Source: an optimization exercise on an open RTL-to-GDS flow (aim: small area, a short achievable clock period and few clock cycles per item). Production flows keep margins and buffers that such runs may drop. RTL that was checked went through simulation tests only; none was proved equivalent to the original.

==> flow/design.v (excerpt) <==
module iir_df1_biquad_axis
#(
    parameter int unsigned coeff_width  = 16,
    parameter int unsigned inout_width  = 16,
    parameter int unsigned scale_factor = 14,
    parameter int          a1_int_coeff = -31880,
    parameter int          a2_int_coeff = 15531,
    parameter int          bo_int_coeff = 167,
    parameter int          b1_int_coeff = -302,
    parameter int          b2_int_coeff = 167
) (
    input  logic                          clk,
    input  logic                          rst,
    input  logic                          s_axis_tvalid,
    input  logic signed [inout_width-1:0] s_axis_tdata,
    output logic                          m_axis_tready,
    output logic signed [inout_width-1:0] m_axis_tdata,
    output logic                          m_axis_tvalid
);
Size: about 1400 cells after synthesis, about 37 I/O pins, about 13000 µm² of cells after synthesis.
clock: 7.0 ns
lec_check: 0
abc_area: 1
cap_margin: 20
core_margin: 2
core_utilization: 40
setup_slack_margin: 3.3
slew_margin: 20
synth_hierarchical: 1
synth_minimum_keep_size: 0
run.sh (not shown) runs the stock make flow with config.mk's settings and CLKGATE_MAP_FILE= SYNTH_SCRIPT=/design/flow/synth_recipe.tcl, a recipe that flattens the netlist after the stock synthesis.
Then changed:
- SETUP_SLACK_MARGIN: 3.3 -> 3.0
Global-route usage drops by 0.13 points.
Sequential share of layout area came out higher by 0.52 points.
Design area goes down by 3.6%.
Worst setup slack gets worse by 0.19 ns.
No run of this note included a check of the RTL's function; only the layout flow was run.

* * *

iir_df1_biquad_axis, a different RTL version from the one above (not shown whole).
Size in the first run: ~1,200 cells after synthesis, ~130 flip-flops, ~12,000 um^2 of cells after synthesis.
Settings: LEC_CHECK=0, CAP_MARGIN=20, CORE_MARGIN=2, CORE_UTILIZATION=40, SETUP_SLACK_MARGIN=3.4, SLEW_MARGIN=20, SYNTH_HIERARCHICAL=1, SYNTH_MINIMUM_KEEP_SIZE=0; clock period 7.0 ns.
Change:
- SETUP_SLACK_MARGIN: 3.4 -> 3.0
Result: Worst setup slack gets worse by 0.17 ns. Final cell count drops by a few percent. Count of clock-buffer cells in the layout increases by 1. Cell area goes down by a few percent. Via count drops by a few percent. Worst hold slack improves by 0.025 ns. Core utilization decreases by 2.6 points. Wire length is lower by a few percent. Maximum frequency drops by a few percent.
No functional check of the RTL was part of any run of this note.

* * *

iir_df1_biquad_axis, a different RTL version from the one above (not shown whole).
Size in the first run: ~1300 cells after synthesis, ~140 flip-flops.
Settings: LEC_CHECK=0, ABC_AREA=1, CAP_MARGIN=20, CORE_MARGIN=2, CORE_UTILIZATION=40, SETUP_SLACK_MARGIN=3.2, SLEW_MARGIN=20, SYNTH_HIERARCHICAL=1, SYNTH_MINIMUM_KEEP_SIZE=0; clock period 7.0 ns.
Testbench counts at the start, summed over its fixed seeds: cycles 24,024, items 24,000.
Then changed:
SETUP_SLACK_MARGIN = 3.5   (was 3.2)
First-iteration DRC count drops by about 12%.
Clock skew is about the same.
Die area is unchanged.
Sequential cell count does not change.
Via count rose by 2.3%.
Maximum frequency rose by 2.6%.

* * *

Another version of the RTL of iir_df1_biquad_axis (not shown whole).
For scale: roughly 1300 cells after synthesis, ~130 flip-flops, about 0.012 mm2 of cells after synthesis.
export LEC_CHECK = 0
export CAP_MARGIN = 20
export CORE_MARGIN = 2
export CORE_UTILIZATION = 40
export SLEW_MARGIN = 20
create_clock -name core_clock -period 7.0 [get_ports {clk}]
Testbench counts at the start, summed over its fixed seeds: cycles 24,024, items 24,000.
Rerun with:
--- a/flow/config.mk
+++ b/flow/config.mk
@@ -10,0 +11 @@
+export SETUP_SLACK_MARGIN = 3.3
Effect: The changed run finished with timing, DRC and antenna clean; cell area came out higher by 6.2%; final cell count increases by 2.2%; clock-buffer cell count is higher by 1; setup slack improved by 0.73 ns; synthesized cell count stays the same; synthesized area does not change; die area does not change.
Rerun with:
--- a/flow/config.mk
+++ b/flow/config.mk
@@ -7,0 +8 @@
+export ABC_AREA = 1
@@ -10,2 +11,2 @@
-export CORE_UTILIZATION = 40
-export SETUP_SLACK_MARGIN = 3.3
+export CORE_UTILIZATION = 60
+export SETUP_SLACK_MARGIN = 3.0
What happened: Routed wire length goes up by a few percent; non-clock buffer count goes down by 18; die area goes down by a quarter to a third; setup slack gets better by 0.51 ns; clock-buffer cell count goes up by 2; maximum frequency goes up by roughly a tenth; clock skew goes down by 0.0035 ns; hold slack gets worse by 0.034 ns.

* * *

iir_df1_biquad_axis, a different RTL version from the one above (not shown whole).
Size in the first run: about 1300 cells after synthesis, about 130 flip-flops, about 37 I/O pins, ~12000 um2 of cells after synthesis.
Settings: LEC_CHECK=0, ABC_AREA=1, CAP_MARGIN=20, CORE_MARGIN=2, CORE_UTILIZATION=40, SETUP_SLACK_MARGIN=3.0, SLEW_MARGIN=20, SYNTH_HIERARCHICAL=1, SYNTH_MINIMUM_KEEP_SIZE=0; clock period 7.0 ns.
Change:
- SETUP_SLACK_MARGIN: 3.0 -> 3.3
Design area went up by 4.0%.
Utilization grows by 1.8 points.
Routed wire length is higher by about 4%.
Fmax rose by 4.7%.
Worst hold slack stays flat.
No functional check of the RTL was part of any run of this note.

* * *

job 5137:
iir_df1_biquad_axis, a different RTL version from the one above (not shown whole).
Size in the first run: roughly 1300 cells after synthesis, ~140 flip-flops, about 37 I/O pins, roughly 12000 µm² of cells after synthesis.
## iir_df1_biquad_axis
module iir_df1_biquad_axis
#(
    parameter int unsigned coeff_width  = 16,
    parameter int unsigned inout_width  = 16,
    parameter int unsigned scale_factor = 14,
    parameter int          a1_int_coeff = -31880,
    parameter int          a2_int_coeff = 15531,
    parameter int          bo_int_coeff = 167,
    parameter int          b1_int_coeff = -302,
    parameter int          b2_int_coeff = 167
) (
    input  logic                          clk,
    input  logic                          rst,
    input  logic                          s_axis_tvalid,
    input  logic signed [inout_width-1:0] s_axis_tdata,
    output logic                          m_axis_tready,
    output logic signed [inout_width-1:0] m_axis_tdata,
    output logic                          m_axis_tvalid
);
Settings: LEC_CHECK=0, ABC_AREA=1, CAP_MARGIN=20, CORE_MARGIN=2, CORE_UTILIZATION=40, CTS_BUF_LIST=sky130_fd_sc_hd__clkbuf_8, SETUP_SLACK_MARGIN=3.0, SLEW_MARGIN=20, SYNTH_HIERARCHICAL=1, SYNTH_MINIMUM_KEEP_SIZE=0; clock period 7.0 ns.
Job 5137 finished end to end and its layout was clean on timing, DRC and antenna.
Relative to job 5137, the following input files were edited for job 9057:
# job 5137
export LEC_CHECK = 0
export ABC_AREA = 1
export CAP_MARGIN = 20
export CORE_MARGIN = 2
export CORE_UTILIZATION = 40
export CTS_BUF_LIST = sky130_fd_sc_hd__clkbuf_8
export SETUP_SLACK_MARGIN = 3.0
export SLEW_MARGIN = 20
export SYNTH_HIERARCHICAL = 1
export SYNTH_MINIMUM_KEEP_SIZE = 0
create_clock -name core_clock -period 7.0 [get_ports {clk}]
# job 9057
export LEC_CHECK = 0
export ABC_AREA = 1
export CAP_MARGIN = 20
export CORE_MARGIN = 2
export CORE_UTILIZATION = 40
export CTS_BUF_LIST = sky130_fd_sc_hd__clkbuf_8
export SETUP_SLACK_MARGIN = 3.3
export SLEW_MARGIN = 20
export SYNTH_HIERARCHICAL = 1
export SYNTH_MINIMUM_KEEP_SIZE = 0
create_clock -name core_clock -period 7.0 [get_ports {clk}]
[summary]
Job 9057 against job 5137; via total after detailed routing is up by a few percent. In summary, job 9057 completed successfully, with a layout that passed the timing, DRC and antenna checks. Job 9057 and job 5137 ended up with nearly the same all-layer global routing usage. Going from job 5137 to job 9057, combined area of the multi-input logic cells grows by about 1.6%. Compared with job 5137, maximum operating frequency in job 9057 increased by a few percent. Job 9057 vs. job 5137: detailed route wirelength on metal3 went up by 190 µm; worst setup slack higher; total wire length after detailed routing higher; count of non-filler cells in the finished layout +1.0%.
No run of this note included a check of the RTL's function; only the layout flow was run.

* * *

iir_df1_biquad_axis, a different RTL version from the one above (not shown whole).
Size: ~1,100 cells after synthesis, ~130 flip-flops, roughly 37 I/O pins.
Settings: LEC_CHECK=0, CAP_MARGIN=20, CORE_MARGIN=2, CORE_UTILIZATION=40, SETUP_SLACK_MARGIN=3.0, SLEW_MARGIN=20, SYNTH_HIERARCHICAL=1, SYNTH_MINIMUM_KEEP_SIZE=0; clock period 7.0 ns.
The starting point ran to the end with no violations.
==> next run, changes <==
--- a/flow/config.mk
+++ b/flow/config.mk
@@ -6,4 +6,5 @@
 export NUM_CORES = 4
 export LEC_CHECK = 0
+export ABC_AREA = 1
 export CAP_MARGIN = 20
 export CORE_MARGIN = 2
=> Register-to-register slack is about the same. Die area climbs by 4.2%. Count of clock-buffer cells in the layout drops by 3. Worst setup slack gains 0.0082 ns. Via count went up by 9.5%. Routed wire length climbs by 4.9%.
No functional check of the RTL was part of any run of this note.

* * *

RTL: one of the versions met above, not the one the previous note started from.
Size in the first run: ~1500 cells after synthesis, roughly 130 flip-flops, ~0.013 mm2 of cells after synthesis.
==> flow/config.mk <==
export PLATFORM = sky130hd
export DESIGN_NAME = iir_df1_biquad_axis
export DESIGN_NICKNAME = iir_df1_biquad_axis
export VERILOG_FILES = /design/flow/design.v
export SDC_FILE = /design/flow/constraint.sdc
export NUM_CORES = 4
export LEC_CHECK = 0
export ABC_AREA = 1
export CAP_MARGIN = 20
export CORE_MARGIN = 2
export CORE_UTILIZATION = 40
export SETUP_SLACK_MARGIN = 3.3
export SLEW_MARGIN = 20
==> flow/constraint.sdc <==
create_clock -name core_clock -period 7.0 [get_ports {clk}]
set_input_delay 1.4000 -clock core_clock [delete_from_list [all_inputs] [get_ports {clk}]]
set_output_delay 1.4000 -clock core_clock [all_outputs]
set_load 0.01 [all_outputs]
Testbench counts at the start, summed over its fixed seeds: cycles 24,024, items 24,000.
==> next run, changes <==
Settings changed: SETUP_SLACK_MARGIN 3.3 to 2.8.
Register-to-register slack gets worse by 0.21 ns.
Worst setup slack gets worse by 0.21 ns.
Core utilization went down by 2.2 points.
==> next run, changes <==
Settings changed: ABC_AREA 1 to unset.
Utilization rises by 1.7 points.
Cell area hardly moves.
Wire length falls by about 3.2%.
Clock skew is about the same.
Non-clock buffer count rises by 35.
Register-to-register slack gets worse by 0.40 ns.
Area after synthesis falls by about 4.4%.
Sequential share of layout area rises by 0.25 points.
Via count falls by 7.9%.
==> next run, changes <==
Settings changed: ABC_AREA set to 1, SETUP_SLACK_MARGIN 2.8 to 3.0.
Wire length rose by a few percent. Core utilization drops by 0.57 points. Worst setup slack gets better by 0.53 ns. Clock-buffer cell count drops by 5.

[re-timing with driven ports]
In the flow no input, the clock included, has a driving cell. The finished layouts below were timed again as built, in two steps. Step 1 (the two cells are an assumption about what drives the block):
set clk [get_ports {clk}]
set_driving_cell -lib_cell sky130_fd_sc_hd__clkbuf_16 $clk
set_driving_cell -lib_cell sky130_fd_sc_hd__buf_2 [delete_from_list [all_inputs] $clk]
Step 2 times the ports against the registers' clock, not the clock port: input delays grow and output delays shrink by t, the midpoint of the rising clock arrivals with the driver on. a / b / c = ideal ports / drivers / drivers and shift; a / b = the first two.
| run | t, ns | setup slack, ns | worst setup path after step 2 | pins driven straight from the clock port |
|---|---|---|---|---|
| the first run of note 1 | 0.468 | 3.377 / 3.377 / 3.173 | input to register | 1 |
| the second run of note 1 | 0.469 | 3.185 / 3.185 / 3.181 | input to register | 1 |
| the first run of note 2 | 0.475 | 3.021 / 3.021 / 3.021 | register to register | 1 |
| the second run of note 2 | 0.474 | 2.849 / 2.849 / 2.731 | input to register | 1 |
| the first run of note 3 | 0.466 | 3.221 / 3.221 / 2.927 | input to register | 1 |
| the second run of note 3 | 0.462 | 3.318 / 3.318 / 3.126 | input to register | 1 |
| the first run of note 4 | 0.469 | 1.797 / 1.797 / 1.797 | register to register | 1 |
| the second run of note 4 | 0.469 | 2.531 / 2.531 / 2.531 | register to register | 1 |
| the third run of note 4 | 0.472 | 3.042 / 3.042 / 2.862 | input to register | 1 |
| the first run of note 5 | 0.465 | 3.229 / 3.235 / 2.785 | input to register | 1 |
| the second run of note 5 | 0.464 | 3.399 / 3.419 / 2.955 | input to register | 1 |
| job 5137 | 0.493 | 3.270 / 3.270 / 3.213 | input to register | 1 |
| job 9057 | 0.490 | 3.448 / 3.448 / 3.212 | input to register | 1 |
| the first run of note 7 | 0.469 | 2.820 / 2.820 / 2.639 | input to register | 1 |
| the second run of note 7 | 0.461 | 2.828 / 2.828 / 2.746 | input to register | 1 |
| the first run of note 8 | 0.468 | 3.164 / 3.164 / 2.980 | input to register | 1 |
| the second run of note 8 | 0.471 | 2.959 / 2.959 / 2.734 | input to register | 1 |
| the third run of note 8 | 0.473 | 2.562 / 2.562 / 2.547 | input to register | 1 |
| the fourth run of note 8 | 0.472 | 3.091 / 3.091 / 2.764 | input to register | 1 |
After both steps every run listed still meets setup and hold.
